Background: an optimization exercise with open tools, aiming at small area, a short achievable clock period and few clock cycles per item. Do not read the settings as production practice. RTL that was checked went through simulation tests only; none was proved equivalent to the original. No functional check of the RTL was part of run 1. Power and IR drop assume default switching activity.

`flow/run.sh`:
```
#!/bin/bash
# synth_recipe.tcl (not shown) runs the flow's synth.tcl, then flattens the netlist and writes it again
# the make line also repeats each setting of config.mk as NAME=value (left out here)
make -C /OpenROAD-flow-scripts/flow DESIGN_CONFIG=/design/flow/config.mk WORK_HOME=/design/flow/orfs CLKGATE_MAP_FILE= SYNTH_SCRIPT=/design/flow/synth_recipe.tcl finish
```
`flow/design.v`:
```
package bellmanFordPkg;
    typedef logic [8-1:0] nodeId_t;
    typedef logic signed [8-1:0] weight_t;
    typedef logic signed [16-1:0] distance_t;
    typedef logic [13-1:0] graphAddress_t;
    typedef logic [128-1:0] graphLine_t;
endpackage
module bellmanFordTop (
    input  logic                          clock,
    input  logic                          reset,
    input  logic                          start,
    input  bellmanFordPkg::nodeId_t       source,
    input  bellmanFordPkg::nodeId_t       destination,
    input  bellmanFordPkg::nodeId_t       nodeCount,
    output logic                          graphReadEnable,
    output bellmanFordPkg::graphAddress_t graphAddress,
    input  bellmanFordPkg::graphLine_t    graphData,
    output logic                          outWriteEnable,
    output bellmanFordPkg::graphAddress_t outAddress,
    output bellmanFordPkg::distance_t     outData,
    output logic                          busy,
    output logic                          finish,
    output logic                          negCycle
);
    localparam int NN = 31;
    localparam int DW = 13;
    localparam logic signed [DW-1:0] UNREACHED = 13'sd4095;
    typedef enum logic [2:0] {S_IDLE, S_RUN, S_PD, S_PN, S_PE, S_FIN} state_t;
    typedef enum logic [2:0] {F_WAIT, F_IDXW, F_IDX, F_ADJW, F_FIRST, F_LINE, F_GAP} fetch_t;
    typedef enum logic [1:0] {R_CONT, R_ADJY, R_IDX} req_t;
    state_t st;
    fetch_t fst;
    logic [4:0] srcR, dstR;
    logic [4:0] nR;
    logic [5:0] passCnt;
    logic [DW-1:0] distT [1:NN];
    logic [4:0]    predT [1:NN];
    logic [NN:1]   dirty;
    logic                 aValid, duRd;
    logic [4:0]           pAddr;
    logic signed [7:0]    aW;
    logic                 bValid, bInit;
    logic [4:0]           bNode;
    logic signed [DW-1:0] bCand, bTD;
    logic                 cValid, cInit, cSupp;
    logic [4:0]           cNode, cProc;
    logic signed [DW-1:0] cCand;
    logic signed [DW-1:0] du;
    logic [4:0]           procNode, selNode;
    logic                 selPend;
    logic [5:0]           pos;
    logic [4:0]           yNode, procNext;
    logic                 yPend, yPair, curIsX, issueY, switchY;
    logic [12:0]          addrY;
    logic signed [DW-1:0] du2;
    logic                 du2Rd;
    logic [2:0] slot;
    logic [7:0] rem;
    logic       reqPend;
    req_t       reqKind;
    logic [5:0] outCnt;
    logic [DW-1:0] outWord;
    assign outData = {{(16-DW){outWord[DW-1]}}, outWord};
    logic signed [DW-1:0] pDist;
    logic [4:0]           pPred;
    assign pDist    = distT[pAddr];
    assign pPred    = predT[pAddr];
    logic improve, negDetect, fwdB, fwdC;
    logic [NN:1] cSel;
    always_comb
        for (int i = 1; i <= NN; i++)
            cSel[i] = cNode == 5'(i);
    assign improve = bValid && (bInit || (bCand < bTD));
    assign negDetect = bValid && !bInit && (bCand < -13'sd960);
    assign fwdB = improve && (bNode == pAddr);
    assign fwdC = cValid && (cNode == pAddr);
    logic signed [DW-1:0] fDist;
    assign fDist    = fwdB ? bCand : fwdC ? cCand : pDist;
    logic [NN:1] hiM, mR, oh1, oh2;
    logic        anyHi, anyD, mWrap, below1, below2;
    logic [4:0]  n1, n2, selR, sel2R;
    logic        selAny, selPair, selWrap;
    always_comb
    begin
        for (int i = 1; i <= NN; i++)
            hiM[i] = dirty[i] && (6'(i) >= pos);
        anyHi = |hiM;
        anyD  = |dirty;
    end
    always_ff @(posedge clock)
    begin
        mR <= anyHi ? hiM : dirty;
        mWrap <= !anyHi;
    end
    always_comb
    begin
        for (int i = 1; i <= NN; i++)
        begin
            below1 = 1'b0;
            below2 = 1'b0;
            for (int j = 1; j < i; j++)
                if (mR[j])
                begin
                    below2 = below2 || below1;
                    below1 = 1'b1;
                end
            oh1[i] = mR[i] && !below1;
            oh2[i] = mR[i] && below1 && !below2;
        end
        n1 = '0;
        n2 = '0;
        for (int i = 1; i <= NN; i++)
        begin
            if (oh1[i]) n1 = n1 | 5'(i);
            if (oh2[i]) n2 = n2 | 5'(i);
        end
    end
    logic       lastInLine, nextLast;
    always_comb
    begin
        lastInLine = (rem <= 8'd1) || (slot == 3'd7);
        nextLast   = !lastInLine && ((rem == 8'd2) || (slot == 3'd6));
    end
    logic [4:0] slotNode;
    logic [7:0] slotW;
    always_comb
    begin
        slotNode = graphData[120 - 16*slot +: 5];
        slotW    = graphData[112 - 16*slot +: 8];
    end
    logic [7:0] lFirst;
    assign lFirst = graphData[119:112];
    logic issueIdx, issueCont, issueAdjY, negPass, doneNow;
    always_comb
    begin
        issueIdx  = 1'b0;
        issueCont = 1'b0;
        issueAdjY = 1'b0;
        doneNow   = 1'b0;
        if (st == S_RUN)
        begin
            case (fst)
                F_LINE:
                    if (!reqPend && (nextLast || lastInLine))
                    begin
                        if (nextLast ? (rem != 8'd2) : (rem > 8'd1))
                            issueCont = 1'b1;
                        else if (curIsX && yPair)
                            issueAdjY = 1'b1;
                        else if (selAny)
                            issueIdx = 1'b1;
                    end
                F_FIRST:
                    if (lFirst <= 8'd2)
                    begin
                        if (curIsX && yPair)
                            issueAdjY = 1'b1;
                        else if (selAny)
                            issueIdx = 1'b1;
                    end
                F_WAIT:
                    if (selAny) issueIdx = 1'b1;
                    else if (!anyD && !aValid && !bValid && !cValid) doneNow = 1'b1;
                default: ;
            endcase
        end
        negPass = issueIdx && selWrap && (passCnt == {nR, 1'b0});
    end
    logic issueNode;
    assign issueNode = issueIdx && !negPass;
    logic                 idle;
    logic signed [DW-1:0] wDist;
    assign idle = st == S_IDLE;
    assign wDist = {cCand[DW-1] & !idle, cCand[DW-2:0] | {(DW-1){idle}}};
    always_ff @(posedge clock)
    begin
        for (int i = 1; i <= NN; i++)
        begin
            if (idle || (cValid && cSel[i]))
                distT[i] <= wDist;
            if (cValid && cSel[i])
                predT[i] <= cProc;
        end
    end
    always_ff @(posedge clock)
    begin
        for (int i = 1; i <= NN; i++)
        begin
            if (st == S_IDLE)
                dirty[i] <= 1'b0;
            else
            begin
                if (issueNode && (selR == 5'(i) || (selPair && sel2R == 5'(i))))
                    dirty[i] <= 1'b0;
                else if (cValid && !cInit && !cSupp && cSel[i])
                    dirty[i] <= 1'b1;
            end
        end
    end
    always_ff @(posedge clock)
    begin
        selR <= n1;
        sel2R <= n2;
        selAny <= |mR;
        selPair <= |oh2;
        selWrap <= mWrap;
    end
    always_ff @(posedge clock)
    begin
        if (reset)
        begin
            st <= S_IDLE;
            busy <= 1'b0;
            fst <= F_WAIT;
            graphReadEnable <= 1'b0;
            outWriteEnable <= 1'b0;
            finish <= 1'b0;
            negCycle <= 1'b0;
            aValid <= 1'b0;
            duRd <= 1'b0;
            bValid <= 1'b0;
            bInit <= 1'b0;
            cValid <= 1'b0;
            cInit <= 1'b0;
            reqPend <= 1'b0;
            selPend <= 1'b0;
            yPend <= 1'b0;
            yPair <= 1'b0;
            issueY <= 1'b0;
            switchY <= 1'b0;
            du2Rd <= 1'b0;
        end
        else
        begin
            graphReadEnable <= 1'b0;
            outWriteEnable <= 1'b0;
            finish <= 1'b0;
            issueY <= 1'b0;
            switchY <= 1'b0;
            aValid <= 1'b0;
            duRd <= 1'b0;
            du2Rd <= 1'b0;
            pAddr <= slotNode;
            aW <= slotW;
            bValid <= aValid;
            bInit <= 1'b0;
            bNode <= pAddr;
            bCand <= du + {{(DW-8){aW[7]}}, aW};
            bTD <= fDist;
            cValid <= improve;
            cInit <= bInit;
            cNode <= bNode;
            cProc <= procNode;
            cCand <= bCand;
            cSupp <= (selPend && bNode == selNode) || (yPend && bNode == yNode);
            if (duRd)
            begin
                du <= fDist;
                selPend <= 1'b0;
            end
            if (du2Rd)
                du2 <= fDist;
            else if (yPend && cValid && cNode == yNode)
                du2 <= cCand;
            if (switchY)
                procNode <= procNext;
            case (st)
                S_IDLE:
                begin
                    fst <= F_WAIT;
                    if (start)
                    begin
                        srcR <= source[4:0];
                        dstR <= destination[4:0];
                        nR <= nodeCount[4:0];
                        negCycle <= 1'b0;
                        passCnt <= 6'd1;
                        bValid <= 1'b1;
                        bInit <= 1'b1;
                        bNode <= source[4:0];
                        bCand <= '0;
                        procNode <= source[4:0];
                        selNode <= source[4:0];
                        selPend <= 1'b0;
                        yPend <= 1'b0;
                        yPair <= 1'b0;
                        pos <= {1'b0, source[4:0]} + 6'd1;
                        graphReadEnable <= 1'b1;
                        graphAddress <= bellmanFordPkg::graphAddress_t'(source[4:0]);
                        reqPend <= 1'b0;
                        fst <= F_IDXW;
                        st <= S_RUN;
                        busy <= 1'b1;
                    end
                end
                S_RUN:
                begin
                    if (issueNode)
                    begin
                        graphReadEnable <= 1'b1;
                        graphAddress <= bellmanFordPkg::graphAddress_t'(selR);
                        selNode <= selR;
                        selPend <= 1'b1;
                        yNode <= sel2R;
                        yPend <= selPair;
                        yPair <= selPair;
                        issueY <= selPair;
                        pos <= {1'b0, selPair ? sel2R : selR} + 6'd1;
                        if (selWrap)
                            passCnt <= passCnt + 6'd1;
                    end
                    if (issueY)
                    begin
                        graphReadEnable <= 1'b1;
                        graphAddress <= bellmanFordPkg::graphAddress_t'(yNode);
                    end
                    if (issueCont)
                    begin
                        graphReadEnable <= 1'b1;
                        graphAddress <= graphAddress + 13'd1;
                    end
                    if (issueAdjY)
                    begin
                        graphReadEnable <= 1'b1;
                        graphAddress <= addrY;
                    end
                    case (fst)
                        F_WAIT:
                            if (issueIdx) fst <= F_IDXW;
                        F_IDXW:
                            fst <= F_IDX;
                        F_IDX:
                        begin
                            graphReadEnable <= 1'b1;
                            graphAddress <= graphData[13-1:0];
                            pAddr <= yNode;
                            du2Rd <= 1'b1;
                            fst <= F_ADJW;
                        end
                        F_ADJW:
                        begin
                            addrY <= graphData[13-1:0];
                            pAddr <= selNode;
                            duRd <= 1'b1;
                            procNode <= selNode;
                            curIsX <= 1'b1;
                            slot <= 3'd1;
                            fst <= F_FIRST;
                        end
                        F_FIRST:
                        begin
                            aValid <= lFirst != 8'd0;
                            rem <= (lFirst == 8'd0) ? 8'd0 : lFirst - 8'd1;
                            slot <= 3'd2;
                            fst <= F_LINE;
                            if (!curIsX)
                            begin
                                du <= (improve && bNode == yNode) ? bCand
                                    : (cValid && cNode == yNode) ? cCand : du2;
                                if (!issueNode)
                                    yPend <= 1'b0;
                                procNext <= yNode;
                                switchY <= 1'b1;
                            end
                            if (lFirst <= 8'd1)
                            begin
                                slot <= 3'd1;
                                if (issueAdjY)
                                begin
                                    reqKind <= R_ADJY;
                                    fst <= F_GAP;
                                end
                                else
                                    fst <= issueIdx ? F_IDXW : F_WAIT;
                            end
                            else if (issueIdx || issueAdjY)
                            begin
                                reqPend <= 1'b1;
                                reqKind <= issueAdjY ? R_ADJY : R_IDX;
                            end
                        end
                        F_GAP:
                            if (reqKind == R_ADJY)
                            begin
                                curIsX <= 1'b0;
                                yPair <= 1'b0;
                                slot <= 3'd1;
                                fst <= F_FIRST;
                            end
                            else
                                fst <= F_LINE;
                        F_LINE:
                        begin
                            aValid <= rem != 8'd0;
                            if (rem != 8'd0)
                                rem <= rem - 8'd1;
                            slot <= slot + 3'd1;
                            if (nextLast && (issueCont || issueAdjY || issueIdx))
                            begin
                                reqPend <= 1'b1;
                                reqKind <= issueCont ? R_CONT : issueAdjY ? R_ADJY : R_IDX;
                            end
                            if (lastInLine)
                            begin
                                reqPend <= 1'b0;
                                slot <= 3'd0;
                                if (reqPend)
                                begin
                                    case (reqKind)
                                        R_CONT: fst <= F_LINE;
                                        R_ADJY:
                                        begin
                                            curIsX <= 1'b0;
                                            yPair <= 1'b0;
                                            slot <= 3'd1;
                                            fst <= F_FIRST;
                                        end
                                        default: fst <= F_IDX;
                                    endcase
                                end
                                else if (issueCont || issueAdjY)
                                begin
                                    reqKind <= issueCont ? R_CONT : R_ADJY;
                                    fst <= F_GAP;
                                end
                                else if (issueIdx)
                                    fst <= F_IDXW;
                                else
                                    fst <= F_WAIT;
                            end
                        end
                        default:
                            fst <= F_WAIT;
                    endcase
                    if (doneNow)
                    begin
                        pAddr <= dstR;
                        st <= S_PD;
                    end
                    if (negDetect || negPass)
                    begin
                        negCycle <= 1'b1;
                        finish <= 1'b1;
                        graphReadEnable <= 1'b0;
                        aValid <= 1'b0;
                        bValid <= 1'b0;
                        cValid <= 1'b0;
                        fst <= F_WAIT;
                        st <= S_FIN;
                    end
                end
                S_PD:
                begin
                    pAddr <= pAddr;
                    outWriteEnable <= 1'b1;
                    outCnt <= 6'd0;
                    outAddress <= '0;
                    outWord <= (pDist == UNREACHED) ? '1 : pDist;
                    if (pDist != UNREACHED)
                        st <= S_PN;
                    else
                    begin
                        finish <= 1'b1;
                        st <= S_FIN;
                    end
                end
                S_PN:
                begin
                    outWriteEnable <= 1'b1;
                    outCnt <= outCnt + 6'd1;
                    outAddress <= bellmanFordPkg::graphAddress_t'(outCnt + 6'd1);
                    outWord <= DW'(pAddr);
                    if (pAddr == srcR)
                        st <= S_PE;
                    else
                        pAddr <= pPred;
                end
                S_PE:
                begin
                    outWriteEnable <= 1'b1;
                    outCnt <= outCnt + 6'd1;
                    outAddress <= bellmanFordPkg::graphAddress_t'(outCnt + 6'd1);
                    outWord <= '1;
                    finish <= 1'b1;
                    st <= S_FIN;
                end
                default:
                begin
                    st <= S_IDLE;
                    busy <= 1'b0;
                end
            endcase
        end
    end
endmodule
```
`flow/constraint.sdc`:
```
create_clock -name core_clock -period 8.0 [get_ports {clock}]
set_input_delay 1.6000 -clock core_clock [delete_from_list [all_inputs] [get_ports {clock}]]
set_output_delay 1.6000 -clock core_clock [all_outputs]
set_load 0.01 [all_outputs]
```
`flow/config.mk`:
```
export PLATFORM = sky130hd
export DESIGN_NAME = bellmanFordTop
export DESIGN_NICKNAME = bellmanFordTop
export VERILOG_FILES = /design/flow/design.v
export SDC_FILE = /design/flow/constraint.sdc
export NUM_CORES = 4
export LEC_CHECK = 0
export ABC_AREA = 1
export CAP_MARGIN = 20
export CORE_MARGIN = 2
export CORE_UTILIZATION = 40
export SETUP_SLACK_MARGIN = 5.0
export SLEW_MARGIN = 20
export TNS_END_PERCENT = 100
```
==> PnR_summary.wiki, run 1 <==
{| class="wikitable"
! Metric !! Value
|-
| Outcome || no timing/DRC/antenna violations
|-
| Post-Route Skew || around 26 ps
|-
| Total of max-cap violations || 0
|-
| Most common cell after layout, fill and taps aside || sky130_fd_sc_hd__nand2_1
|-
| Number of flip-flops and latches in the synthesized netlist || 859
|-
| Area of the core || 98400 sq um
|-
| Predominant post-synthesis flop cell || sky130_fd_sc_hd__edfxtp_1
|-
| Fraction of the yosys area taken by sequential cells || 62.4%
|-
| Peak supply drop || 205 uV
|-
| Reg-to-reg critical path endpoint || distT[12][5]
|-
| Drt first pass iters || 6
|-
| Global placer's final weighted congestion || 0.900
|-
| Cell Count Post-Placement || 5416
|-
| Commonest cells after routing, fill and taps aside || sky130_fd_sc_hd__nand2_1, sky130_fd_sc_hd__edfxtp_1, sky130_fd_sc_hd__nor2_1
|-
| Switching Power || around 0.006 W
|-
| Hold Vio Cnt, Final || 0
|-
| Minimum period implied by the final worst setup slack || 3070 ps
|-
| Leak Pwr || 18.7 nW
|-
| Pins over their slew limit || 0
|-
| Share of post-route cells with drive strength above 1 || 11.4%
|-
| Die extent in x || 319 um
|-
| Setup violations, final || 0
|-
| Number of buffers on the longest clock path || 3
|-
| Layer carrying the most global-route usage || met2
|-
| Met3 demand-to-capacity share in global routing || 3.05%
|-
| Area delta synth->final || 19.9%
|-
| Number of global-route vias before repair || 28904
|-
| Actual slew at the worst max-slew pin || 1110 ps
|-
| Routed via count divided by cell count || 5.46
|-
| Number of nets with antenna violations after detailed routing || 0
|-
| Xor-xnor portion of the synthesized cell area || 0.749%
|-
| Clk pwr share || 25.8%
|-
| Global route total overflow || 0
|-
| Clock-pin slew of the registers on the worst-case setup and hold paths || 60 ps
|-
| Sequential share of power || 43.4%
|-
| Crit-path max FO || 7
|-
| Wire length per cell || 21.5 um
|-
| Clock tree from TritonCTS || built
|-
| Async set-or-reset flop fraction in the synthesized netlist || 0%
|-
| Compound-cell area share of the yosys netlist || 10.1%
|-
| Die area || 102000 sq um
|-
| Required time worst endpoint || ~8400 ps
|-
| Reg-to-reg critical path startpoint || cNode[4]
|-
| Arithmetic-cell share of the synthesized area counting full adders, half adders and majority gates || under 10%
|-
| Critical path launch point type || input port
|-
| First-iteration detailed-routing DRC count || 3776
|-
| Synth warn || 21
|-
| Mean instance size in the synthesized netlist || 9.81 sq um
|-
| Total Nets Final || 4523
|-
| Via total after detailed routing || 31036
|-
| HP Start || mWrap
|-
| Pin count of the biggest net entering global routing || 90
|-
| HPWL Detailed || 80.8 mm
|-
| Capture endpoint of the worst hold path || selWrap
|-
| Max H-tree Level || 3
|-
| Ant diodes || 0
|-
| Height of the chip || 319 um
|-
| Routed Wire Length || 122 mm
|-
| Maximum clock frequency || 326 MHz
|-
| Worst-Skew Late Latency || 660 ps
|-
| Met2 Track Usage GR || a little under two fifths
|-
| Total Routing Usage GR || 23.1%
|-
| Arrival time at the worst endpoint || about 3400 ps
|-
| Post-synthesis simple-gate area fraction || approximately a fifth
|-
| # IOs || 202
|-
| Detailed-route DRC error count || 0
|-
| Filler-free cell count of the finished design || around 5700
|-
| Cells on worst reg2reg path || 6
|-
| Global-route wire length before repair || 180 mm
|-
| Combinational fraction of design power || 30.9%
|-
| Cell internal pwr || 0.0103 W
|-
| RSZ-0062 raised after global routing || true
|-
| Power per Cell Area || 339 nW/um^2
|-
| Met1 usage || 32.9%
|-
| Main combinational cell family by area after synthesis || simple AND/OR/NAND/NOR gates
|-
| Kind of critical path || in -> reg
|-
| Min-Delay Path Depth || 0
|-
| Hold Path Class || reg -> reg
|-
| Count of cell types in the netlist || between 60 and 70
|-
| Effective utilization at floorplan || 40.4%
|-
| Setup TNS Final || 0 ps
|-
| Type of destination of the critical path || flip-flop
|-
| Num CTS Buffers || 90
|-
| Share of cell area taken by muxes after synthesis || 0.0504%
|-
| Headroom to the max-slew limit || 25.8%
|-
| Period Utilization, post-route || 38.4%
|-
| Combined area of all synthesized cells || 39700 sq um
|-
| Input/output buffers || about 160
|-
| Number of instances in the synthesized netlist || 4053
|-
| CTS Sinks || 859
|-
| Reg-to-reg slack, setup || 5010 ps
|-
| Switching power share of the total || ~36%
|-
| Post-synth EDFFs || 759
|-
| Number of antenna violations at the first check in global routing || 1
|-
| Cell at the root of the clock tree || sky130_fd_sc_hd__clkbuf_16
|-
| Number of standard-cell rows in the floorplan || 115
|}
[power by group through the flow]
| stage | clock (W) | sequential, W | combinational (W) |
|---|---|---|---|
| finish | 0.00416 | 0.00699 | 0.00498 |
| global route | 0.00437 | 0.00710 | 0.00532 |
| CTS | 0.00420 | 0.00701 | 0.00469 |
| detailed placement | 0 | 0.00714 | 0.00430 |
| global placement | 0 | 0.00711 | 0.00423 |
| floorplan | 0 | 0.00699 | 0.00244 |
[per-layer routing]
layer	vias to the layer above	wire length (um)
li1	14551	-
met1	14929	52300
met2	1339	56300
met3	215	9720
met4	2	3880
met5	-	13
[per-stage QoR]
| step | total power [W] | setup slack [ps] | cell area [sq um] | hold slack (ps) | utilization (%) |
|---|---|---|---|---|---|
| floorplan | 0.00943 | 4500 | 39900 | 310 | - |
| global placement | 0.0113 | 3060 | 42900 | 315 | 43.6 |
| detailed placement | 0.0114 | 3050 | 42900 | 315 | 43.6 |
| CTS | 0.0159 | 4890 | 47000 | 344 | 47.8 |
| global route | 0.0168 | 4810 | 47600 | 362 | 48.4 |
| finish | 0.0161 | 4930 | 47600 | 347 | 48.4 |
[cells in the mapped netlist, types with 7 or more instances]
cell type / n / area share (%)
sky130_fd_sc_hd__nor2_4: 8 / 0.23
sky130_fd_sc_hd__buf_1: 14 / 0.13
sky130_fd_sc_hd__o211ai_1: 35 / 0.66
sky130_fd_sc_hd__o41ai_1: 7 / 0.15
sky130_fd_sc_hd__nor3_1: 31 / 0.39
sky130_fd_sc_hd__buf_4: 24 / 0.45
sky130_fd_sc_hd__inv_2: 13 / 0.12
sky130_fd_sc_hd__dfxtp_1: 100 / 5.0
sky130_fd_sc_hd__nand4_1: 72 / 1.1
sky130_fd_sc_hd__o221ai_1: 12 / 0.26
sky130_fd_sc_hd__nor2_1: 485 / 4.6
sky130_fd_sc_hd__a211oi_1: 10 / 0.19
sky130_fd_sc_hd__nand2_1: 1044 / 9.9
sky130_fd_sc_hd__xnor2_1: 8 / 0.18
sky130_fd_sc_hd__a22oi_1: 15 / 0.28
sky130_fd_sc_hd__nand3_1: 203 / 2.6
sky130_fd_sc_hd__nor2_2: 23 / 0.36
sky130_fd_sc_hd__nand3b_1: 8 / 0.15
sky130_fd_sc_hd__ha_1: 37 / 1.2
sky130_fd_sc_hd__a211o_1: 25 / 0.55
sky130_fd_sc_hd__o22ai_1: 51 / 0.80
sky130_fd_sc_hd__buf_2: 28 / 0.35
sky130_fd_sc_hd__inv_1: 364 / 3.4
sky130_fd_sc_hd__a21oi_1: 160 / 2.0
sky130_fd_sc_hd__o21ai_1: 12 / 0.15
sky130_fd_sc_hd__a221oi_1: 17 / 0.37
sky130_fd_sc_hd__clkbuf_1: 81 / 0.76
sky130_fd_sc_hd__clkinv_1: 10 / 0.094
sky130_fd_sc_hd__a31oi_1: 38 / 0.60
sky130_fd_sc_hd__nor4_1: 9 / 0.14
sky130_fd_sc_hd__a22o_1: 20 / 0.44
sky130_fd_sc_hd__xor2_1: 26 / 0.57
sky130_fd_sc_hd__o21ai_0: 232 / 2.9
sky130_fd_sc_hd__edfxtp_1: 759 / 57
[logic make-up (layout without fill, tap and decap cells)]
group                      count (synthesis)  count (layout)
DFF                                      859             859
other                                      1               6
adders and majority gates                 38              38
and+or+nand+nor                         1912            1919
muxes                                      2               2
xor gates and xnor gates                  34              34
buffers and inverters                    539             874
AOI/OAI and AO/OA                        668             668
[worst max-delay path by stage]
| stage | from | endpoint | slack [ps] | cells after the start |
|---|---|---|---|---|
| after floorplan | graphData[112] | pos[0] | 4500 | 12 |
| after global placement | graphData[112] | pos[1] | 3060 | 14 |
| after detailed placement | graphData[112] | pos[1] | 3050 | 14 |
| after CTS | graphData[118] | pos[0] | 4890 | 15 |
| after global routing | graphData[112] | pos[1] | 4810 | 16 |
| final | graphData[112] | selNode[1] | 4930 | 16 |
[final cells by class]
class,instances,area (sq um)
clock buffer,118,2460
clock inverter,44,440
fill,8980,50800
inverter,391,1590
multi-input combinational,2667,13600
sequential,859,24800
tap,1287,1610
timing repair buffer,318,3130
timing repair inverter,3,28.8
[sequential cells by signal (all words and copies together), names as in the netlist, 31 cells and up]
signal / count
distT: 403
predT: 155
dirty: 31
mR: 31
[worst max-delay path, stage by stage]
cell and delay, ps:
sky130_fd_sc_hd__buf_12 120, sky130_fd_sc_hd__inv_16 50, sky130_fd_sc_hd__ha_4 120, sky130_fd_sc_hd__inv_2 40
sky130_fd_sc_hd__a211oi_4 270, sky130_fd_sc_hd__nand4_1 110, sky130_fd_sc_hd__nand2_1 100, sky130_fd_sc_hd__inv_1 50
sky130_fd_sc_hd__nand2_2 80, sky130_fd_sc_hd__nand2_4 60, sky130_fd_sc_hd__a21oi_4 160, sky130_fd_sc_hd__buf_12 130
sky130_fd_sc_hd__inv_8 40, sky130_fd_sc_hd__a211oi_4 230, sky130_fd_sc_hd__buf_4 170, sky130_fd_sc_hd__buf_16 110
[timing repair]
item	4_1_cts	5_1_grt
buffers inserted	66	24
pin swaps	26	26
gates cloned	8	8
hold buffers	0	0
hold endpoints to repair	0	0
endpoints found under the setup margin	250	157
resized for setup	214	80
==> run 2, diff against run 1 <==
--- a/flow/design.v
+++ b/flow/design.v
@@ -207,2 +207,29 @@
     end
+    logic [4:0] pAddrNext;
+    logic       startNow;
+    assign startNow = st == S_IDLE && start;
+    always_comb
+    begin
+        pAddrNext = slotNode;
+        if (st == S_RUN && fst == F_IDX)
+            pAddrNext = yNode;
+        if (st == S_RUN && fst == F_ADJW)
+            pAddrNext = selNode;
+        if (doneNow || st == S_PD)
+            pAddrNext = dstR;
+        if (st == S_PN)
+            pAddrNext = pPred;
+    end
+    always_ff @(posedge clock)
+    begin
+        pAddr <= pAddrNext;
+        aW <= slotW;
+        bNode <= startNow ? source[4:0] : pAddr;
+        bCand <= startNow ? '0 : du + {{(DW-8){aW[7]}}, aW};
+        bTD <= fDist;
+        cNode <= bNode;
+        cProc <= procNode;
+        cCand <= bCand;
+        cSupp <= (selPend && bNode == selNode) || (yPend && bNode == yNode);
+    end
     always_ff @(posedge clock)
@@ -242,15 +269,6 @@
             du2Rd <= 1'b0;
-            pAddr <= slotNode;
-            aW <= slotW;
             bValid <= aValid;
             bInit <= 1'b0;
-            bNode <= pAddr;
-            bCand <= du + {{(DW-8){aW[7]}}, aW};
-            bTD <= fDist;
             cValid <= improve;
             cInit <= bInit;
-            cNode <= bNode;
-            cProc <= procNode;
-            cCand <= bCand;
-            cSupp <= (selPend && bNode == selNode) || (yPend && bNode == yNode);
             if (duRd)
@@ -279,4 +297,2 @@
                         bInit <= 1'b1;
-                        bNode <= source[4:0];
-                        bCand <= '0;
                         procNode <= source[4:0];
@@ -335,3 +351,2 @@
                             graphAddress <= graphData[13-1:0];
-                            pAddr <= yNode;
                             du2Rd <= 1'b1;
@@ -342,3 +357,2 @@
                             addrY <= graphData[13-1:0];
-                            pAddr <= selNode;
                             duRd <= 1'b1;
@@ -436,3 +450,2 @@
                     begin
-                        pAddr <= dstR;
                         st <= S_PD;
@@ -453,3 +466,2 @@
                 begin
-                    pAddr <= pAddr;
                     outWriteEnable <= 1'b1;
@@ -474,4 +486,2 @@
                         st <= S_PE;
-                    else
-                        pAddr <= pPred;
                 end
==> run 2 against run 1 <==
  * Still clean
  * Setup slack improved by 110 ps
  * Flip-flop and latch count stayed put
  * Clock-buffer cell count decreased by 10
  * Worst hold slack got worse by 15 ps
  * Total power rose by 10%
  * Sequential power rose by 6.3%
  * Final cell count fell by 0.67%
  * Synthesized area shrank 1.1%
  * Wire length decreased by 1.6%
  * Non-clock buffer count is 31 higher
  * Register-to-register slack improved by 70 ps
  * Critical path type is now reg -> out
  * Largest power group unchanged
==> PnR_summary.wiki, run 2 <==
{| class="wikitable"
! Metric !! Value
|-
| Kind of critical path || reg -> out
|-
| Sequential share of power || 41.8%
|-
| Cell with the largest stage delay on the worst path || sky130_fd_sc_hd__edfxtp_1
|-
| Leading cell types by count after synthesis || sky130_fd_sc_hd__nand2_1, sky130_fd_sc_hd__edfxtp_1, sky130_fd_sc_hd__nor2_1
|-
| Peak supply drop || 197 uV
|-
| Combinational fraction of design power || 35.3%
|-
| Smallest hold slack || 331 ps
|-
| Placement-stage worst setup slack || 3170 ps
|-
| Cell at the root of the clock tree || sky130_fd_sc_hd__clkbuf_16
|-
| Crit path cell chain || clkdlybuf4s15_1
|-
| Cells on worst reg2reg path || 8
|-
| Setup TNS Final || 0 ps
|-
| Routed Wire Length || 120 mm
|-
| Number of buffers on the longest clock path || 3
|-
| Reg-to-reg slack, setup || 5080 ps
|-
| Num CTS Buffers || 89
|-
| Post-synth EDFFs || 691
|-
| Synth warn || 21
|-
| Crit-path max FO || 3
|-
| Critical path launch point type || flip-flop
|-
| Global placer's final weighted congestion || ~0.9
|-
| CTS Sinks || 859
|-
| Minimum period implied by the final worst setup slack || about 3000 ps
|-
| Routed met2 length || 55.1 mm
|-
| Die extent in x || between 300 and 400 um
|-
| Mean instance size in the synthesized netlist || 9.82 sq um
|-
| Height of the chip || 318 um
|-
| Via total after detailed routing || 30424
|-
| Arrival time at the worst endpoint || 1360 ps
|-
| Clock-pin slew of the registers on the worst-case setup and hold paths || 60 ps
|-
| Yosys top cell by area || sky130_fd_sc_hd__edfxtp_1
|-
| Register bank with the most flops || distT
|-
| First-iteration detailed-routing DRC count || 3168
|-
| Routed via count divided by cell count || 5.39
|-
| Area delta synth->final || 19.5%
|-
| Number of global-route vias before repair || 28508
|-
| Most frequent cell after synthesis || sky130_fd_sc_hd__nand2_1
|-
| Leak Pwr || 18.5 nW
|-
| Most common cell after layout, fill and taps aside || sky130_fd_sc_hd__nand2_1
|-
| Async set-or-reset flop fraction in the synthesized netlist || 0%
|-
| Share of post-route cells with drive strength above 1 || 12.6%
|-
| Clk pwr share || 22.9%
|-
| Top Registers || distT (403), predT (155)
|-
| Highest metal layer with signal wires || met4
|-
| Die area || 101000 sq um
|-
| Worst-Skew Late Latency || 660 ps
|-
| Pin count of the biggest net entering global routing || between 70 and 80
|-
| Final setup margin || about 5000 ps
|-
| Outcome || no timing/DRC/antenna violations
|-
| Max H-tree Level || 3
|-
| Hold-fix buffers, CTS || 0
|-
| Maximum clock frequency || 338 MHz
|-
| Cell internal pwr || about 0.011 W
|-
| Reg-to-reg critical path endpoint || pAddr[1]
|-
| Count of cell types in the netlist || between 70 and 80
|-
| Switching Power || around 0.007 W
|-
| Global-route wire length before repair || approximately 180 mm
|-
| Global route total overflow || 0
|-
| Input/output buffers || roughly 160
|-
| Number of standard-cell rows in the floorplan || 114
|-
| Power per Cell Area || 379 nW/um^2
|-
| Reg-to-reg critical path startpoint || dirty[31]
|-
| Filler-free cell count of the finished design || 5649
|-
| Drt first pass iters || 5
|-
| Met3 routed wirelength || 9.61 mm
|-
| Capture endpoint of the worst hold path || selWrap
|-
| Family with the most delay on the worst path || flip-flops
|-
| Number of buffers and inverters on the critical path || 1
|-
| RSZ-0062 raised after global routing || true
|-
| Commonest cells after routing, fill and taps aside || sky130_fd_sc_hd__nand2_1, sky130_fd_sc_hd__edfxtp_1, sky130_fd_sc_hd__nor2_1
|-
| HPWL Detailed || 79.4 mm
|-
| Detailed-route DRC error count || 0
|-
| Number of antenna violations at the first check in global routing || 0
|-
| Wire length per cell || 21.3 um
|-
| Hold Vio Cnt, Final || 0
|-
| Flip-flop count of the largest register after layout || 403
|-
| Type of destination of the critical path || output pin
|-
| Predominant post-synthesis flop cell || sky130_fd_sc_hd__edfxtp_1
|-
| Top-area cell type share of the netlist area || 52.8%
|-
| Min-Delay Path Depth || 0
|-
| Combined area of all synthesized cells || 39300 sq um
|-
| Number of flip-flops and latches in the synthesized netlist || 859
|-
| HP Start || mWrap
|-
| Effective utilization at floorplan || 40.5%
|-
| # IOs || 202
|-
| Post-Route Skew || 37.5 ps
|-
| Cell Count Post-Placement || 5343
|-
| Wire length on met1 || about 50 mm
|-
| Ant diodes || 0
|-
| Area of the core || 97000 sq um
|-
| Slowest stage delay, CP || 450 ps
|-
| Required time worst endpoint || 6400 ps
|-
| Switching power share of the total || between 30% and 40%
|-
| Fraction of the yosys area taken by sequential cells || 61.3%
|-
| Top cells by area, synth || sky130_fd_sc_hd__edfxtp_1, sky130_fd_sc_hd__nand2_1, sky130_fd_sc_hd__dfxtp_1
|-
| Number of nets with antenna violations after detailed routing || 0
|-
| Setup violations, final || 0
|-
| Period Utilization, post-route || 37.0%
|-
| Actual slew at the worst max-slew pin || 1140 ps
|-
| Total power || 0.0178 W
|-
| Pins over their slew limit || 0
|-
| Total Routing Usage GR || a little under a quarter
|-
| Hold Path Class || reg -> reg
|-
| Number of instances in the synthesized netlist || 4004
|-
| Total of max-cap violations || 0
|-
| Fill count || 8942
|-
| Headroom to the max-slew limit || 23.9%
|-
| Total Nets Final || approximately 4500
|-
| Clock tree from TritonCTS || built
|}
run 2: cell count changes in the layout (fill, tap and decap cells not counted), moves of 9 or more:
cell / before / now
sky130_fd_sc_hd__buf_4: 121 / 156
sky130_fd_sc_hd__nor2_1: 458 / 425
sky130_fd_sc_hd__nand2_1: 1016 / 1027
sky130_fd_sc_hd__inv_1: 353 / 307
sky130_fd_sc_hd__edfxtp_1: 759 / 691
sky130_fd_sc_hd__nand4_1: 72 / 94
sky130_fd_sc_hd__nand2_2: 18 / 27
sky130_fd_sc_hd__o21ai_0: 195 / 163
sky130_fd_sc_hd__dfxtp_1: 100 / 158
run 2: cells by family (layout without fill, tap and decap cells):
| kind of cell | count (synthesis) | after routing | synth area share (%) |
|---|---|---|---|
| xor+xnor | 28 | 28 | 0.624 |
| flops | 859 | 859 | 61.3 |
| other cells | 1 | 6 | 0.00954 |
| compound gates | 635 | 635 | 9.85 |
| fa+ha+maj | 38 | 38 | 1.23 |
| simple gates | 1940 | 1942 | 21.4 |
| buf+inv | 498 | 860 | 5.39 |
| mux | 5 | 5 | 0.127 |
run 2: final cells by class:
type | count | area (sq um) | area share, %
clock buffers | 108 | 2300 | 4.89
clock inverters | 57 | 536 | 1.14
inverters | 342 | 1380 | 2.94
multi-input cells | 2654 | 13600 | 29.0
flip-flops and latches | 859 | 24100 | 51.4
well taps | 1276 | 1600 | 3.40
repair buffers | 349 | 3360 | 7.15
repair inverters | 4 | 37.5 | 0.0799
run 2: power by group through the flow:
stage	combinational [W]	clock (W)	sequential [W]
2_1_floorplan	0.00331	0	0.00730
3_3_place_gp	0.00554	0	0.00749
3_5_place_dp	0.00562	0	0.00753
4_1_cts	0.00592	0.00411	0.00745
5_1_grt	0.00674	0.00428	0.00756
6_report	0.00629	0.00407	0.00743
run 2: worst max path at each step:
stage | from | endpoint | slack [ps] | cells after the start
CTS | outWord[12] | outData[15] | 4910 | 2
floorplan | graphData[112] | passCnt[0] | 4610 | 13
global placement | graphData[112] | yPair | 3170 | 16
finish | graphAddress[12] | graphAddress[12] | 5040 | 1
global route | graphData[112] | passCnt[1] | 4960 | 14
detailed placement | graphData[112] | yPair | 3170 | 16
run 2: metal layers:
metal	up-vias	track usage, %
li1	14468	-
met1	14510	31.6
met2	1235	36.5
met3	211	3.95
met4	0	9.08
met5	-	0
run 2: through the flow:
step	utilization (%)	area, sq um
2_1_floorplan	-	39400
3_3_place_gp	43.6	42300
3_5_place_dp	43.6	42300
4_1_cts	47.7	46200
5_1_grt	48.4	47000
6_report	48.4	47000
run 2: repair_timing:
action	CTS	global route
buffers inserted	79	52
resized for setup	173	67
hold endpoints to repair	0	0
gates cloned	5	5
setup endpoints to repair	509	217
pin swaps	27	27
Testbench counts of run 2, summed over its fixed seeds: cycles 19,110, queries 96.
==> run 3, diff against run 2 <==
--- a/flow/config.mk
+++ b/flow/config.mk
@@ -11,2 +11,4 @@
 export CORE_UTILIZATION = 40
+export CTS_CLUSTER_DIAMETER = 100
+export CTS_CLUSTER_SIZE = 24
 export SETUP_SLACK_MARGIN = 5.0
==> run 3 against run 2 <==
  * Critical path type is now in -> reg
  * Clock power is 41% lower
  * Largest power group unchanged
  * Total power down 10%
  * Setup slack got worse by 33 ps
  * Still clean
  * Sequential share of layout area grew 2.1 points
  * Clock skew grew 12 ps
  * Combinational power decreased by 3%
  * Global-route usage down 0.37 points
  * Flip-flop and latch count is the same
  * Utilization decreased by 1.9 points
==> PnR_summary.wiki, run 3 <==
{| class="wikitable"
! Metric !! Value
|-
| Outcome || no timing/DRC/antenna violations
|-
| Top-area cell type share of the netlist area || 52.8%
|-
| Kind of critical path || in -> reg
|-
| Hold Path Class || reg -> reg
|-
| Top Registers || distT (403), predT (155)
|-
| Register bank with the most flops || distT
|-
| Fill count || 9147
|-
| Type of destination of the critical path || flip-flop
|-
| Async set-or-reset flop fraction in the synthesized netlist || 0%
|-
| Predominant post-synthesis flop cell || sky130_fd_sc_hd__edfxtp_1
|-
| Xor-xnor portion of the synthesized cell area || 0.624%
|-
| Routed Wire Length || around 120 mm
|-
| Via total after detailed routing || 29880
|-
| Mean instance size in the synthesized netlist || about 10 sq um
|-
| # IOs || 202
|-
| Compound-cell area share of the yosys netlist || roughly a tenth
|-
| Maximum clock frequency || 334 MHz
|-
| Commonest cells after routing, fill and taps aside || sky130_fd_sc_hd__nand2_1, sky130_fd_sc_hd__edfxtp_1, sky130_fd_sc_hd__nor2_1
|-
| Most frequent cell after synthesis || sky130_fd_sc_hd__nand2_1
|-
| Hold Vio Cnt, Final || 0
|-
| Number of global-route vias before repair || between 20000 and 30000
|-
| Clock-pin slew of the registers on the worst-case setup and hold paths || around 90 ps
|-
| CTS Sinks || 859
|-
| Most frequent cell on the critical path || sky130_fd_sc_hd__inv_4
|-
| Switching power share of the total || 41.1%
|-
| Actual slew at the worst max-slew pin || 1130 ps
|-
| Count of cell types in the netlist || a little under 80
|-
| Area delta synth->final || 14.8%
|-
| Global placer's final weighted congestion || approximately 0.88
|-
| Die area || 101000 sq um
|-
| Headroom to the max-slew limit || 24.3%
|-
| Peak supply drop || 177 uV
|-
| Arrival time at the worst endpoint || 3320 ps
|-
| Main combinational cell family by area after synthesis || simple AND/OR/NAND/NOR gates
|-
| Period Utilization, post-route || 37.5%
|-
| Global route total overflow || 0
|-
| Number of flip-flops and latches in the synthesized netlist || 859
|-
| Global-route wire length before repair || between 150 and 200 mm
|-
| Fraction of the yosys area taken by sequential cells || 61.3%
|-
| Number of buffers and inverters on the critical path || 5
|-
| Power per Cell Area || 353 nW/um^2
|-
| Cell with the largest stage delay on the worst path || sky130_fd_sc_hd__a211oi_4
|-
| RSZ-0062 raised after global routing || true
|-
| Switching Power || 0.00656 W
|-
| Post-synth EDFFs || 691
|-
| Total of max-cap violations || 0
|-
| Most common cell after layout, fill and taps aside || sky130_fd_sc_hd__nand2_1
|-
| Number of instances in the synthesized netlist || 4004
|-
| Cell internal pwr || 0.00939 W
|-
| Total Routing Usage GR || 22.7%
|-
| Share of cell area taken by muxes after synthesis || less than 1%
|-
| Clock tree from TritonCTS || built
|-
| Slowest stage delay, CP || 260 ps
|-
| HPWL Detailed || 79.4 mm
|-
| Height of the chip || 318 um
|-
| Crit-path max FO || 7
|-
| Number of nets with antenna violations after detailed routing || 0
|-
| Combinational fraction of design power || between 30% and 40%
|-
| Flip-flop count of the largest register after layout || 403
|-
| Family with the most delay on the worst path || compound AO/OA/AOI/OAI gates
|-
| Hold-fix buffers, CTS || 0
|-
| Multi-input gate area || 13600 sq um
|-
| Share of post-route cells with drive strength above 1 || about a tenth
|-
| Reg-to-reg slack, setup || 5080 ps
|-
| Leak Pwr || around 18 nW
|-
| Combined area of all synthesized cells || 39300 sq um
|-
| Worst-Skew Late Latency || approximately 630 ps
|-
| Total Nets Final || roughly 4400
|-
| First-iteration detailed-routing DRC count || around 3100
|-
| Wire length per cell || 21.4 um
|-
| Yosys top cell by area || sky130_fd_sc_hd__edfxtp_1
|-
| Number of antenna violations at the first check in global routing || 0
|-
| Pin count of the biggest net entering global routing || slightly above 70
|-
| Post-synthesis simple-gate area fraction || 21.4%
|-
| Minimum period implied by the final worst setup slack || 3000 ps
|-
| Max H-tree Level || 2
|-
| Crit path cell chain || buf_12 > inv_16 > ha_4 > inv_4 > a211oi_4 > nand3_1 > o21ai_1 > inv_1 > nand2_2 > nand2_4 > inv_4 > nand2_8 > a21oi_4 > o21a_4
|-
| Die extent in x || approximately 320 um
|-
| Cell at the root of the clock tree || sky130_fd_sc_hd__clkbuf_16
|-
| Input/output buffers || ~160
|-
| Clk pwr share || 15.2%
|-
| Ant diodes || 0
|-
| Area of the core || between 90000 and 100000 sq um
|-
| Setup TNS Final || 0 ps
|-
| Number of standard-cell rows in the floorplan || approximately 110
|-
| Final core utilization || 46.5%
|-
| Detailed-route DRC error count || 0
|-
| Post-Route Skew || 49.9 ps
|-
| Arithmetic-cell share of the synthesized area counting full adders, half adders and majority gates || 1.23%
|-
| Top cells by area, synth || sky130_fd_sc_hd__edfxtp_1, sky130_fd_sc_hd__nand2_1, sky130_fd_sc_hd__dfxtp_1
|-
| Sequential standard cell area || 24100 sq um
|-
| Pins over their slew limit || 0
|-
| Critical path launch point type || input port
|-
| Sequential share of power || 46.4%
|-
| Routed via count divided by cell count || approximately 5.4
|-
| Drt first pass iters || 6
|-
| Leading cell types by count after synthesis || sky130_fd_sc_hd__nand2_1, sky130_fd_sc_hd__edfxtp_1, sky130_fd_sc_hd__nor2_1
|-
| Num CTS Buffers || 42
|-
| Required time worst endpoint || 8330 ps
|-
| Synth warn || 21
|-
| Number of buffers on the longest clock path || 3
|-
| Setup violations, final || 0
|-
| Effective utilization at floorplan || 40.5%
|}
==> run 3: path summary, 6_finish.rpt <==
kind	cells after the start	start	to
max reg2reg	18	pAddr[1]	outWord[12]
min reg2reg	0	mWrap	selWrap
max	14	graphData[112]	passCnt[1]
min	0	mWrap	selWrap
==> run 3: layout make-up <==
class / instances / area share, %
inverter: 342 / 3.04
timing repair inverter: 1 / 0.0166
multi-input combinational: 2654 / 30.2
timing repair buffer: 332 / 7.13
clock buffer: 61 / 2.49
tap: 1276 / 3.54
clock inverter: 5 / 0.155
sequential: 859 / 53.5
==> run 3: power by group through the flow <==
stage / logic, W / registers, W / clock network, W
2_1_floorplan: 0.00331 / 0.00730 / 0
3_3_place_gp: 0.00554 / 0.00749 / 0
3_5_place_dp: 0.00562 / 0.00753 / 0
4_1_cts: 0.00589 / 0.00743 / 0.00245
5_1_grt: 0.00656 / 0.00754 / 0.00259
6_report: 0.00612 / 0.00741 / 0.00242
==> run 3: kinds of logic (layout without fill, tap and decap cells) <==
kind of cell / count (synthesis) / after routing
and+or+nand+nor: 1940 / 1942
DFF: 859 / 859
AOI/OAI and AO/OA: 635 / 635
buffers and inverters: 498 / 741
adders and majority gates: 38 / 38
xor gates and xnor gates: 28 / 28
muxes: 5 / 5
other: 1 / 6
==> run 3: metrics by stage <==
step | std cells | cell area [sq um] | total power, W | hold WS [ps] | worst slack (ps)
after CTS | 5494 | 44600 | 0.0158 | 351 | 5000
after global placement | 5342 | 42300 | 0.0130 | 322 | 3170
final | 5530 | 45100 | 0.0159 | 345 | 5000
after floorplan | 4009 | 39400 | 0.0106 | 310 | 4610
after detailed placement | 5343 | 42300 | 0.0131 | 324 | 3170
after global routing | 5530 | 45100 | 0.0167 | 366 | 4910
==> run 3: routing by layer <==
metal	part of all wire [%]	track usage [%]
met5	0	0
met4	2.4	5.70
met3	7.0	2.31
met2	47	37.4
met1	44	32.2
==> run 3: repair_timing <==
item,in CTS,in global routing
buffers inserted,81,34
gates resized for setup,166,63
setup endpoints to repair,477,232
gates cloned,4,2
pin swaps,29,24
==> run 4, diff against run 3 <==
--- a/flow/config.mk
+++ b/flow/config.mk
@@ -10,5 +10,5 @@
 export CORE_MARGIN = 2
-export CORE_UTILIZATION = 40
-export CTS_CLUSTER_DIAMETER = 100
-export CTS_CLUSTER_SIZE = 24
+export CORE_UTILIZATION = 50
+export CTS_CLUSTER_DIAMETER = 90
+export CTS_CLUSTER_SIZE = 20
 export SETUP_SLACK_MARGIN = 5.0
==> run 4 against run 3 <==
  * Largest power group unchanged
  * Wire length down 2.4%
  * Flip-flop and latch count did not move
  * Total power up 0.70%
  * Register-to-register slack better by 40 ps
  * Setup slack worse by 1.2 ps
  * Clock-buffer cell count rose by 14
  * Die area shrank 20%
  * Still clean
  * Design area is 0.20% lower
  * Fmax about the same
  * Via count shrank 0.45%
  * Final cell count down 4.0%
==> PnR_summary.wiki, run 4 <==
{| class="wikitable"
! Metric !! Value
|-
| Outcome || no timing/DRC/antenna violations
|-
| Total Routing Usage GR || ~28%
|-
| CTS Sinks || 859
|-
| Detailed-route DRC error count || 0
|-
| Actual slew at the worst max-slew pin || 1110 ps
|-
| Routed via count divided by cell count || between 5 and 6
|-
| Num CTS Buffers || slightly below 50
|-
| Clock tree from TritonCTS || built
|-
| Commonest cells after routing, fill and taps aside || sky130_fd_sc_hd__nand2_1, sky130_fd_sc_hd__edfxtp_1, sky130_fd_sc_hd__nor2_1
|-
| Setup violations, final || 0
|-
| Setup TNS Final || 0 ps
|-
| Register bank with the most flops || distT
|-
| Die extent in x || 284 um
|-
| Effective utilization at floorplan || around half
|-
| Worst-Skew Late Latency || 630 ps
|-
| Period Utilization, post-route || between 30% and 40%
|-
| Pin count of the biggest net entering global routing || slightly above 70
|-
| Most common cell after layout, fill and taps aside || sky130_fd_sc_hd__nand2_1
|-
| Height of the chip || 284 um
|-
| Number of antenna violations at the first check in global routing || 1
|-
| HPWL Detailed || around 79 mm
|-
| Number of nets with antenna violations after detailed routing || 0
|-
| Arrival time at the worst endpoint || ~3300 ps
|-
| Leak Pwr || 17.6 nW
|-
| Async set-or-reset flop fraction in the synthesized netlist || 0%
|-
| Power per Cell Area || 356 nW/um^2
|-
| Flip-flop count of the largest register after layout || 403
|-
| Yosys top cell by area || sky130_fd_sc_hd__edfxtp_1
|-
| Via total after detailed routing || 29745
|-
| Smallest hold slack || ~340 ps
|-
| Global placer's final weighted congestion || 0.904
|-
| Hold Path Class || reg -> reg
|-
| Kind of critical path || in -> reg
|-
| Clock-pin slew of the registers on the worst-case setup and hold paths || approximately 80 ps
|-
| Number of standard-cell rows in the floorplan || 102
|-
| Max H-tree Level || 2
|-
| Total Nets Final || ~4400
|-
| Routed Wire Length || 116 mm
|-
| Wire length per cell || 21.8 um
|-
| Minimum period implied by the final worst setup slack || around 3000 ps
|-
| RSZ-0062 raised after global routing || true
|-
| Top cells by area, synth || sky130_fd_sc_hd__edfxtp_1, sky130_fd_sc_hd__nand2_1, sky130_fd_sc_hd__dfxtp_1
|-
| Crit-path max FO || 7
|-
| Most frequent cell after synthesis || sky130_fd_sc_hd__nand2_1
|-
| Die area || 80900 sq um
|-
| Area of the core || 77600 sq um
|-
| Number of buffers on the longest clock path || 3
|-
| Maximum clock frequency || about 330 MHz
|-
| Cell at the root of the clock tree || sky130_fd_sc_hd__clkbuf_16
|-
| Number of instances in the synthesized netlist || 4004
|-
| Hold-fix buffers, CTS || 0
|-
| Combined area of all synthesized cells || 39300 sq um
|-
| Share of post-route cells with drive strength above 1 || 10.5%
|-
| Total of max-cap violations || 0
|-
| Area delta synth->final || 14.6%
|-
| Number of global-route vias before repair || 27257
|-
| Top-area cell type share of the netlist area || between 50% and 60%
|-
| Global route total overflow || 0
|-
| Hold Vio Cnt, Final || 0
|-
| Global-route wire length before repair || 171 mm
|-
| Pins over their slew limit || 0
|-
| Filler-free cell count of the finished design || between 5000 and 6000
|-
| Type of destination of the critical path || flip-flop
|-
| Peak supply drop || between 150 and 200 uV
|-
| Fill count || approximately 6800
|-
| Post-synth EDFFs || 691
|-
| Mean instance size in the synthesized netlist || around 9.8 sq um
|-
| Synth warn || 21
|-
| Ant diodes || 0
|-
| # IOs || 202
|-
| First-iteration detailed-routing DRC count || approximately 2900
|-
| Critical path launch point type || input port
|-
| Input/output buffers || around 160
|-
| Headroom to the max-slew limit || about a quarter
|-
| Required time worst endpoint || between 8000 and 9000 ps
|-
| Post-Route Skew || between 20 and 25 ps
|-
| Drt first pass iters || 5
|-
| Leading cell types by count after synthesis || sky130_fd_sc_hd__nand2_1, sky130_fd_sc_hd__edfxtp_1, sky130_fd_sc_hd__nor2_1
|-
| Cell Count Post-Placement || 5109
|-
| Fraction of the yosys area taken by sequential cells || just over 60%
|-
| Number of flip-flops and latches in the synthesized netlist || 859
|-
| Top Registers || distT (403), predT (155)
|-
| Count of cell types in the netlist || between 70 and 80
|-
| Predominant post-synthesis flop cell || sky130_fd_sc_hd__edfxtp_1
|}
## run 4: worst max-delay path: stages
cell and delay (ps):
sky130_fd_sc_hd__buf_12 120, sky130_fd_sc_hd__inv_16 50, sky130_fd_sc_hd__ha_4 130, sky130_fd_sc_hd__inv_4 40, sky130_fd_sc_hd__a211oi_4 260, sky130_fd_sc_hd__nand3_1 110
sky130_fd_sc_hd__o21ai_1 150, sky130_fd_sc_hd__inv_1 60, sky130_fd_sc_hd__nand2_2 60, sky130_fd_sc_hd__nand2_2 70, sky130_fd_sc_hd__inv_2 100, sky130_fd_sc_hd__nand2_4 90
sky130_fd_sc_hd__a21oi_4 270, sky130_fd_sc_hd__o21a_4 220
## run 4: final cells by class
cell class              instances  area [sq um]  share of cell area [%]
clock inverters                 5          57.6                   0.128
flip-flops and latches        859         24100                    53.6
well taps                    1040          1300                    2.89
repair inverters                2          16.3                  0.0361
multi-input cells            2655         13600                    30.2
repair buffers                332          3170                    7.04
inverters                     342          1380                    3.06
clock buffers                  75          1370                    3.03
## run 4: cell families after synthesis
family / count (synthesis) / synth area share, %
xor+xnor: 28 / 0.624
fa+ha+maj: 38 / 1.23
other cells: 1 / 0.00954
buf+inv: 498 / 5.39
compound gates: 635 / 9.85
flops: 859 / 61.3
mux: 5 / 0.127
simple gates: 1940 / 21.4
## run 4: worst paths after layout
kind	slack [ps]	from	cells past startpoint	to
setup / recovery	5000	graphData[112]	14	passCnt[0]
hold / removal	340	mWrap	0	selWrap
setup reg to reg	5120	pAddr[1]	16	du[8]
hold reg to reg	340	mWrap	0	selWrap
## run 4: metrics by stage
| stage | setup slack [ps] | area [sq um] | total power (W) | util (%) |
|---|---|---|---|---|
| 2_1_floorplan | 4610 | 39400 | 0.0106 | - |
| 3_3_place_gp | 3080 | 42000 | 0.0130 | 54.1 |
| 3_5_place_dp | 3420 | 42000 | 0.0131 | 54.1 |
| 4_1_cts | 4870 | 44300 | 0.0159 | 57.1 |
| 5_1_grt | 4920 | 45100 | 0.0169 | 58.1 |
| 6_report | 5000 | 45100 | 0.0161 | 58.1 |
## run 4: layer usage
layer / global-route usage [%] / up-vias / part of all wire [%]
li1: - / 14281 / -
met1: 39.3 / 14244 / 43
met2: 45.8 / 1055 / 47
met3: 3.15 / 163 / 6.6
met4: 7.58 / 2 / 3.0
met5: 0 / - / 0.014
## run 4: power breakdown
part / switching [W] / total [W] / leakage [nW] / internal [W]
registers: 0.000549 / 0.00739 / 7.64 / 0.00684
clock network: 0.00144 / 0.00263 / 0.686 / 0.00119
logic: 0.00449 / 0.00604 / 9.33 / 0.00155
## run 4: repair_timing
item / in CTS / in global routing
cloned: 4 / 5
endpoints found under the setup margin: 226 / 164
pin swaps: 23 / 22
buffers inserted: 67 / 45
gates resized for setup: 159 / 90
==> run 5, diff against run 4 <==
--- a/flow/config.mk
+++ b/flow/config.mk
@@ -10,3 +10,3 @@
 export CORE_MARGIN = 2
-export CORE_UTILIZATION = 50
+export CORE_UTILIZATION = 40
 export CTS_CLUSTER_DIAMETER = 90
@@ -15,2 +15,2 @@
 export SLEW_MARGIN = 20
-export TNS_END_PERCENT = 100
+export TNS_END_PERCENT = 40
==> run 5 against run 4 <==
  * Final cell count is 4.3% higher
  * Die area rose by 25%
  * Total power rose by 0.98%
  * Synthesized cell count unchanged
  * Worst hold slack gained 6.1 ps
  * Largest cell class unchanged
==> PnR_summary.wiki, run 5 <==
{| class="wikitable"
! Metric !! Value
|-
| Final design area excluding fillers || approximately 45000 sq um
|-
| Period Utilization, post-route || a little under two fifths
|-
| Max H-tree Level || 2
|-
| RSZ-0062 raised after global routing || true
|-
| Most frequent cell after synthesis || sky130_fd_sc_hd__nand2_1
|-
| Total of max-cap violations || 0
|-
| Post-synthesis simple-gate area fraction || 21.4%
|-
| Setup violations, final || 0
|-
| Most frequent cell on the critical path || sky130_fd_sc_hd__nand2_1
|-
| Cell with the largest stage delay on the worst path || sky130_fd_sc_hd__nor4_2
|-
| Arithmetic-cell share of the synthesized area counting full adders, half adders and majority gates || 1.23%
|-
| First-iteration detailed-routing DRC count || approximately 3500
|-
| Die extent in x || 318 um
|-
| Effective utilization at floorplan || 40.5%
|-
| Hold Vio Cnt, Final || 0
|-
| Cell internal pwr || 0.00961 W
|-
| Routed Wire Length || 118 mm
|-
| Worst-Skew Late Latency || 660 ps
|-
| Compound-cell area share of the yosys netlist || under 10%
|-
| Top cells by area, synth || sky130_fd_sc_hd__edfxtp_1, sky130_fd_sc_hd__nand2_1, sky130_fd_sc_hd__dfxtp_1
|-
| Number of flip-flops and latches in the synthesized netlist || 859
|-
| Clock tree from TritonCTS || built
|-
| Met2 Track Usage GR || 35.6%
|-
| Type of destination of the critical path || flip-flop
|-
| Number of nets with antenna violations after detailed routing || 0
|-
| Xor-xnor portion of the synthesized cell area || less than 1%
|-
| Filler-free cell count of the finished design || roughly 5500
|-
| Power per Cell Area || 356 nW/um^2
|-
| Detailed-route DRC error count || 0
|-
| Smallest hold slack || 344 ps
|-
| Area of the core || 97000 sq um
|-
| Total cell area at the placement stage || 42300 sq um
|-
| Cell at the root of the clock tree || sky130_fd_sc_hd__clkbuf_16
|-
| Mean instance size in the synthesized netlist || 9.82 sq um
|-
| Yosys top cell by area || sky130_fd_sc_hd__edfxtp_1
|-
| Combined area of all synthesized cells || 39300 sq um
|-
| Headroom to the max-slew limit || 23.6%
|-
| Post-synth EDFFs || 691
|-
| Total Nets Final || 4427
|-
| Actual slew at the worst max-slew pin || 1150 ps
|-
| Minimum period implied by the final worst setup slack || about 3100 ps
|-
| Switching power share of the total || between 40% and 50%
|-
| Post-Route Skew || 48.1 ps
|-
| Critical path launch point type || flip-flop
|-
| Peak supply drop || 200 uV
|-
| Combinational fraction of design power || 37.9%
|-
| Count of cell types in the netlist || 77
|-
| Global placer's final weighted congestion || 0.863
|-
| Hold Path Class || reg -> reg
|-
| Clk pwr share || 16.4%
|-
| Layer carrying the most global-route usage || met2
|-
| Met1 usage || 31.4%
|-
| Height of the chip || 318 um
|-
| Crit path cell chain || nor4_2 > nand3_1 > nor3_1 > nand2_1 > nand2_1 > inv_1 > o211ai_1 > o21ai_1
|-
| Total Routing Usage GR || 22.4%
|-
| Cell Count Post-Placement || 5344
|-
| Area delta synth->final || 15.7%
|-
| Top Registers || distT (403), predT (155)
|-
| Num CTS Buffers || 49
|-
| CTS Sinks || 859
|-
| Wire length per cell || between 20 and 25 um
|-
| Outcome || no timing/DRC/antenna violations
|-
| Via total after detailed routing || 29676
|-
| # IOs || 202
|-
| Arrival time at the worst endpoint || 3560 ps
|-
| Pins over their slew limit || 0
|-
| Die area || 101000 sq um
|-
| Fraction of the yosys area taken by sequential cells || 61.3%
|-
| Clock-pin slew of the registers on the worst-case setup and hold paths || 90 ps
|-
| Synth warn || 21
|-
| Hold-fix buffers, CTS || 0
|-
| Share of post-route cells with drive strength above 1 || 10.6%
|-
| Kind of critical path || reg -> reg
|-
| Number of standard-cell rows in the floorplan || 114
|-
| Leak Pwr || about 18 nW
|-
| Commonest cells after routing, fill and taps aside || sky130_fd_sc_hd__nand2_1, sky130_fd_sc_hd__edfxtp_1, sky130_fd_sc_hd__nor2_1
|-
| Slowest stage delay, CP || approximately 700 ps
|-
| Input/output buffers || 162
|-
| Main combinational cell family by area after synthesis || simple AND/OR/NAND/NOR gates
|-
| Number of instances in the synthesized netlist || 4004
|-
| Predominant post-synthesis flop cell || sky130_fd_sc_hd__edfxtp_1
|-
| Total power || around 0.016 W
|-
| Flip-flop count of the largest register after layout || 403
|-
| Number of antenna violations at the first check in global routing || 2
|-
| Sequential share of power || 45.7%
|-
| Ant diodes || 0
|-
| Number of global-route vias before repair || 27476
|-
| Switching Power || 0.00660 W
|-
| Met3 demand-to-capacity share in global routing || 3.50%
|-
| Global-route wire length before repair || 172 mm
|-
| Most common cell after layout, fill and taps aside || sky130_fd_sc_hd__nand2_1
|-
| Number of buffers on the longest clock path || 3
|-
| Register bank with the most flops || distT
|-
| HPWL Detailed || just under 80 mm
|-
| Drt first pass iters || 6
|-
| Routed via count divided by cell count || 5.36
|-
| Async set-or-reset flop fraction in the synthesized netlist || 0%
|-
| Crit-path max FO || 8
|-
| Setup TNS Final || 0 ps
|-
| Pin count of the biggest net entering global routing || 71
|-
| Global route total overflow || 0
|-
| Leading cell types by count after synthesis || sky130_fd_sc_hd__nand2_1, sky130_fd_sc_hd__edfxtp_1, sky130_fd_sc_hd__nor2_1
|-
| Share of cell area taken by muxes after synthesis || less than 1%
|-
| Required time worst endpoint || 8500 ps
|-
| Maximum clock frequency || 327 MHz
|-
| Top-area cell type share of the netlist area || 52.8%
|}
## run 5: cell counts after synthesis
Identical to the previous run, type by type.
## run 5: metal layers
layer / share of wire [%] / vias up / wire length [um]
met1: 44 / 14149 / 51500
met3: 7.5 / 161 / 8900
li1: - / 14262 / -
met2: 46 / 1102 / 54300
met5: 0.011 / - / 13
met4: 3.1 / 2 / 3660
## run 5: final cells by class
| class | count | area (sq um) |
|---|---|---|
| fill | 9088 | 51500 |
| sequential | 859 | 24100 |
| multi-input combinational | 2657 | 13700 |
| timing repair buffer | 321 | 3210 |
| tap | 1276 | 1600 |
| inverter | 342 | 1380 |
| clock buffer | 73 | 1360 |
| clock inverter | 6 | 76.3 |
| timing repair inverter | 4 | 36.3 |
## run 5: worst max-delay path: cells and delay by family (launching register included)
family	cells	cell delay [ps]
simple gates	5	1810
flops	1	460
compound gates	2	500
buf+inv	1	160
## run 5: path summary, 6_finish.rpt
path	slack (ps)	startpoint	cells after the start	end
worst max-delay path	4940	dirty[31]	8	pAddr[0]
worst max register to register	4940	dirty[31]	8	pAddr[0]
worst min-delay path	340	mWrap	0	selWrap
worst min register to register	340	mWrap	0	selWrap
## run 5: stage by stage
| stage | utilization, % | setup WS [ps] |
|---|---|---|
| 2_1_floorplan | - | 4610 |
| 3_3_place_gp | 43.6 | 3190 |
| 3_5_place_dp | 43.6 | 3220 |
| 4_1_cts | 45.9 | 4760 |
| 5_1_grt | 46.9 | 4890 |
| 6_report | 46.9 | 4940 |
## run 5: cells by family (layout without fill, tap and decap cells)
| kind of cell | after synthesis | in the layout |
|---|---|---|
| XOR/XNOR | 28 | 28 |
| other | 1 | 6 |
| AO/OA/AOI/OAI | 635 | 635 |
| multiplexers | 5 | 5 |
| AND/OR/NAND/NOR | 1940 | 1945 |
| adder cells (fa/ha/maj) | 38 | 38 |
| flip-flops | 859 | 859 |
| buffers and inverters | 498 | 746 |
## run 5: timing repair
action	CTS	global route
pin swaps	21	28
setup buffers	54	48
resized for setup	112	117
setup endpoints to repair	456	259
cloned	4	8
## run 5: power by group through the flow
stage,clock [W],sequential (W),combinational [W]
floorplan,0,0.00730,0.00330
global placement,0,0.00749,0.00552
detailed placement,0,0.00752,0.00558
CTS,0.00270,0.00743,0.00578
global route,0.00285,0.00754,0.00663
finish,0.00266,0.00742,0.00614
==> run 6, diff against run 5 <==
--- a/flow/config.mk
+++ b/flow/config.mk
@@ -15,2 +15,2 @@
 export SLEW_MARGIN = 20
-export TNS_END_PERCENT = 40
+export TNS_END_PERCENT = 10
==> run 6 against run 5 <==
  * Still clean
  * Sequential power about the same
  * Clock skew decreased by 14 ps
  * Design area decreased by 1.0%
  * Clock-buffer cell count unchanged
  * Worst hold slack got worse by 2.2 ps
  * Die area unchanged
  * Combinational power decreased by 3.4%
  * Highest routed layer is now met4
==> PnR_summary.wiki, run 6 <==
{| class="wikitable"
! Metric !! Value
|-
| Crit path cell chain || clkdlybuf4s50_1
|-
| Reg-to-reg critical path endpoint || du[6]
|-
| Fraction of the yosys area taken by sequential cells || 61.3%
|-
| Num CTS Buffers || 49
|-
| Max H-tree Level || 2
|-
| Pins over their slew limit || 0
|-
| Number of buffers and inverters on the critical path || 1
|-
| Predominant post-synthesis flop cell || sky130_fd_sc_hd__edfxtp_1
|-
| Kind of critical path || reg -> out
|-
| Cell Count Post-Placement || ~5300
|-
| Cell internal pwr || 0.00949 W
|-
| Input/output buffers || 162
|-
| Count of cell types in the netlist || 77
|-
| HP Start || mWrap
|-
| Outcome || no timing/DRC/antenna violations
|-
| # IOs || ~200
|-
| Mean instance size in the synthesized netlist || 9.82 sq um
|-
| Routed via count divided by cell count || roughly 5.4
|-
| RSZ-0062 raised after global routing || true
|-
| Number of flip-flops and latches in the synthesized netlist || 859
|-
| Post-Route Skew || around 34 ps
|-
| CTS Sinks || 859
|-
| Switching power share of the total || between 40 and 50%
|-
| Flip-flop count of the largest register after layout || 403
|-
| Via total after detailed routing || 29711
|-
| Height of the chip || 318 um
|-
| Hold Vio Cnt, Final || 0
|-
| Ant diodes || 0
|-
| Headroom to the max-slew limit || 22.9%
|-
| Global-route wire length before repair || between 150 and 200 mm
|-
| Cells on worst reg2reg path || 13
|-
| Number of nets with antenna violations after detailed routing || 0
|-
| Top cells by area, synth || sky130_fd_sc_hd__edfxtp_1, sky130_fd_sc_hd__nand2_1, sky130_fd_sc_hd__dfxtp_1
|-
| Area of the core || ~97000 sq um
|-
| Power per Cell Area || 355 nW/um^2
|-
| Most frequent cell after synthesis || sky130_fd_sc_hd__nand2_1
|-
| Combinational fraction of design power || between 30% and 40%
|-
| Async set-or-reset flop fraction in the synthesized netlist || 0%
|-
| Setup violations, final || 0
|-
| Die area || 101000 sq um
|-
| Final setup margin || about 4700 ps
|-
| Filler-free cell count of the finished design || about 5500
|-
| Required time worst endpoint || 6400 ps
|-
| Combined area of all synthesized cells || 39300 sq um
|-
| Reg-to-reg slack, setup || 4910 ps
|-
| Drt first pass iters || 5
|-
| Pin count of the biggest net entering global routing || 70
|-
| Global route total overflow || 0
|-
| Top-area cell type share of the netlist area || a little over half
|}
[run 6: cells by family (layout without fill, tap and decap cells)]
family,Yosys count,after routing,share of synthesized area (%)
AO/OA/AOI/OAI,635,635,9.85
XOR/XNOR,28,28,0.624
adder cells (fa/ha/maj),38,38,1.23
buffers and inverters,498,737,5.39
flip-flops,859,859,61.3
multiplexers,5,5,0.127
other,1,6,0.00954
AND/OR/NAND/NOR,1940,1942,21.4
[run 6: area by class of cell]
cell class,count,area share [%]
clock buffers,73,2.93
flip-flops and latches,859,53.6
repair buffers,315,6.66
clock inverters,5,0.214
repair inverters,2,0.0361
inverters,342,3.04
multi-input cells,2654,30.0
well taps,1276,3.55
[run 6: routing by layer]
layer | vias to the layer above | global-route usage [%] | wire length [um]
li1 | 14241 | - | -
met1 | 14191 | 32.0 | 51500
met2 | 1136 | 37.1 | 55100
met3 | 143 | 2.33 | 8200
met4 | 0 | 6.34 | 3100
met5 | - | 0 | 0
[run 6: worst max path at each step]
stage                startpoint  cells past startpoint          endpoint  slack, ps
3_3_place_gp     graphData[112]                     16             yPair       3190
2_1_floorplan    graphData[112]                     13        passCnt[0]       4610
3_5_place_dp     graphData[112]                     16             yPair       3130
4_1_cts         graphAddress[4]                      1   graphAddress[4]       4580
5_1_grt        graphAddress[10]                      1  graphAddress[10]       4690
6_report        graphAddress[7]                      1   graphAddress[7]       4730
[run 6: power groups by stage]
stage,sequential (W),combinational (W),clock [W]
2_1_floorplan,0.00730,0.00330,0
3_3_place_gp,0.00749,0.00552,0
3_5_place_dp,0.00752,0.00560,0
4_1_cts,0.00744,0.00584,0.00268
5_1_grt,0.00755,0.00640,0.00283
6_report,0.00743,0.00593,0.00264
[run 6: what timing repair did]
action	4_1_cts	5_1_grt
pin swaps	25	13
gates resized for setup	74	49
endpoints found under the setup margin	434	236
cloned	3	2
buffers inserted	56	41
[run 6: stage by stage]
step           area [sq um]  hold slack (ps)  power [W]  util [%]
2_1_floorplan         39400              310     0.0106         -
3_3_place_gp          42300              316     0.0130      43.6
3_5_place_dp          42300              322     0.0131      43.6
4_1_cts               44500              346     0.0160      45.9
5_1_grt               45000              352     0.0168      46.4
6_report              45000              342     0.0160      46.4

Setup slack of run 6, layout unchanged: 4.733 ns with ideal ports, 4.658 ns with driving cells assumed (clock clkbuf_16, inputs buf_2), 4.279 ns with port delays also shifted by the 0.715 ns mid clock arrival.
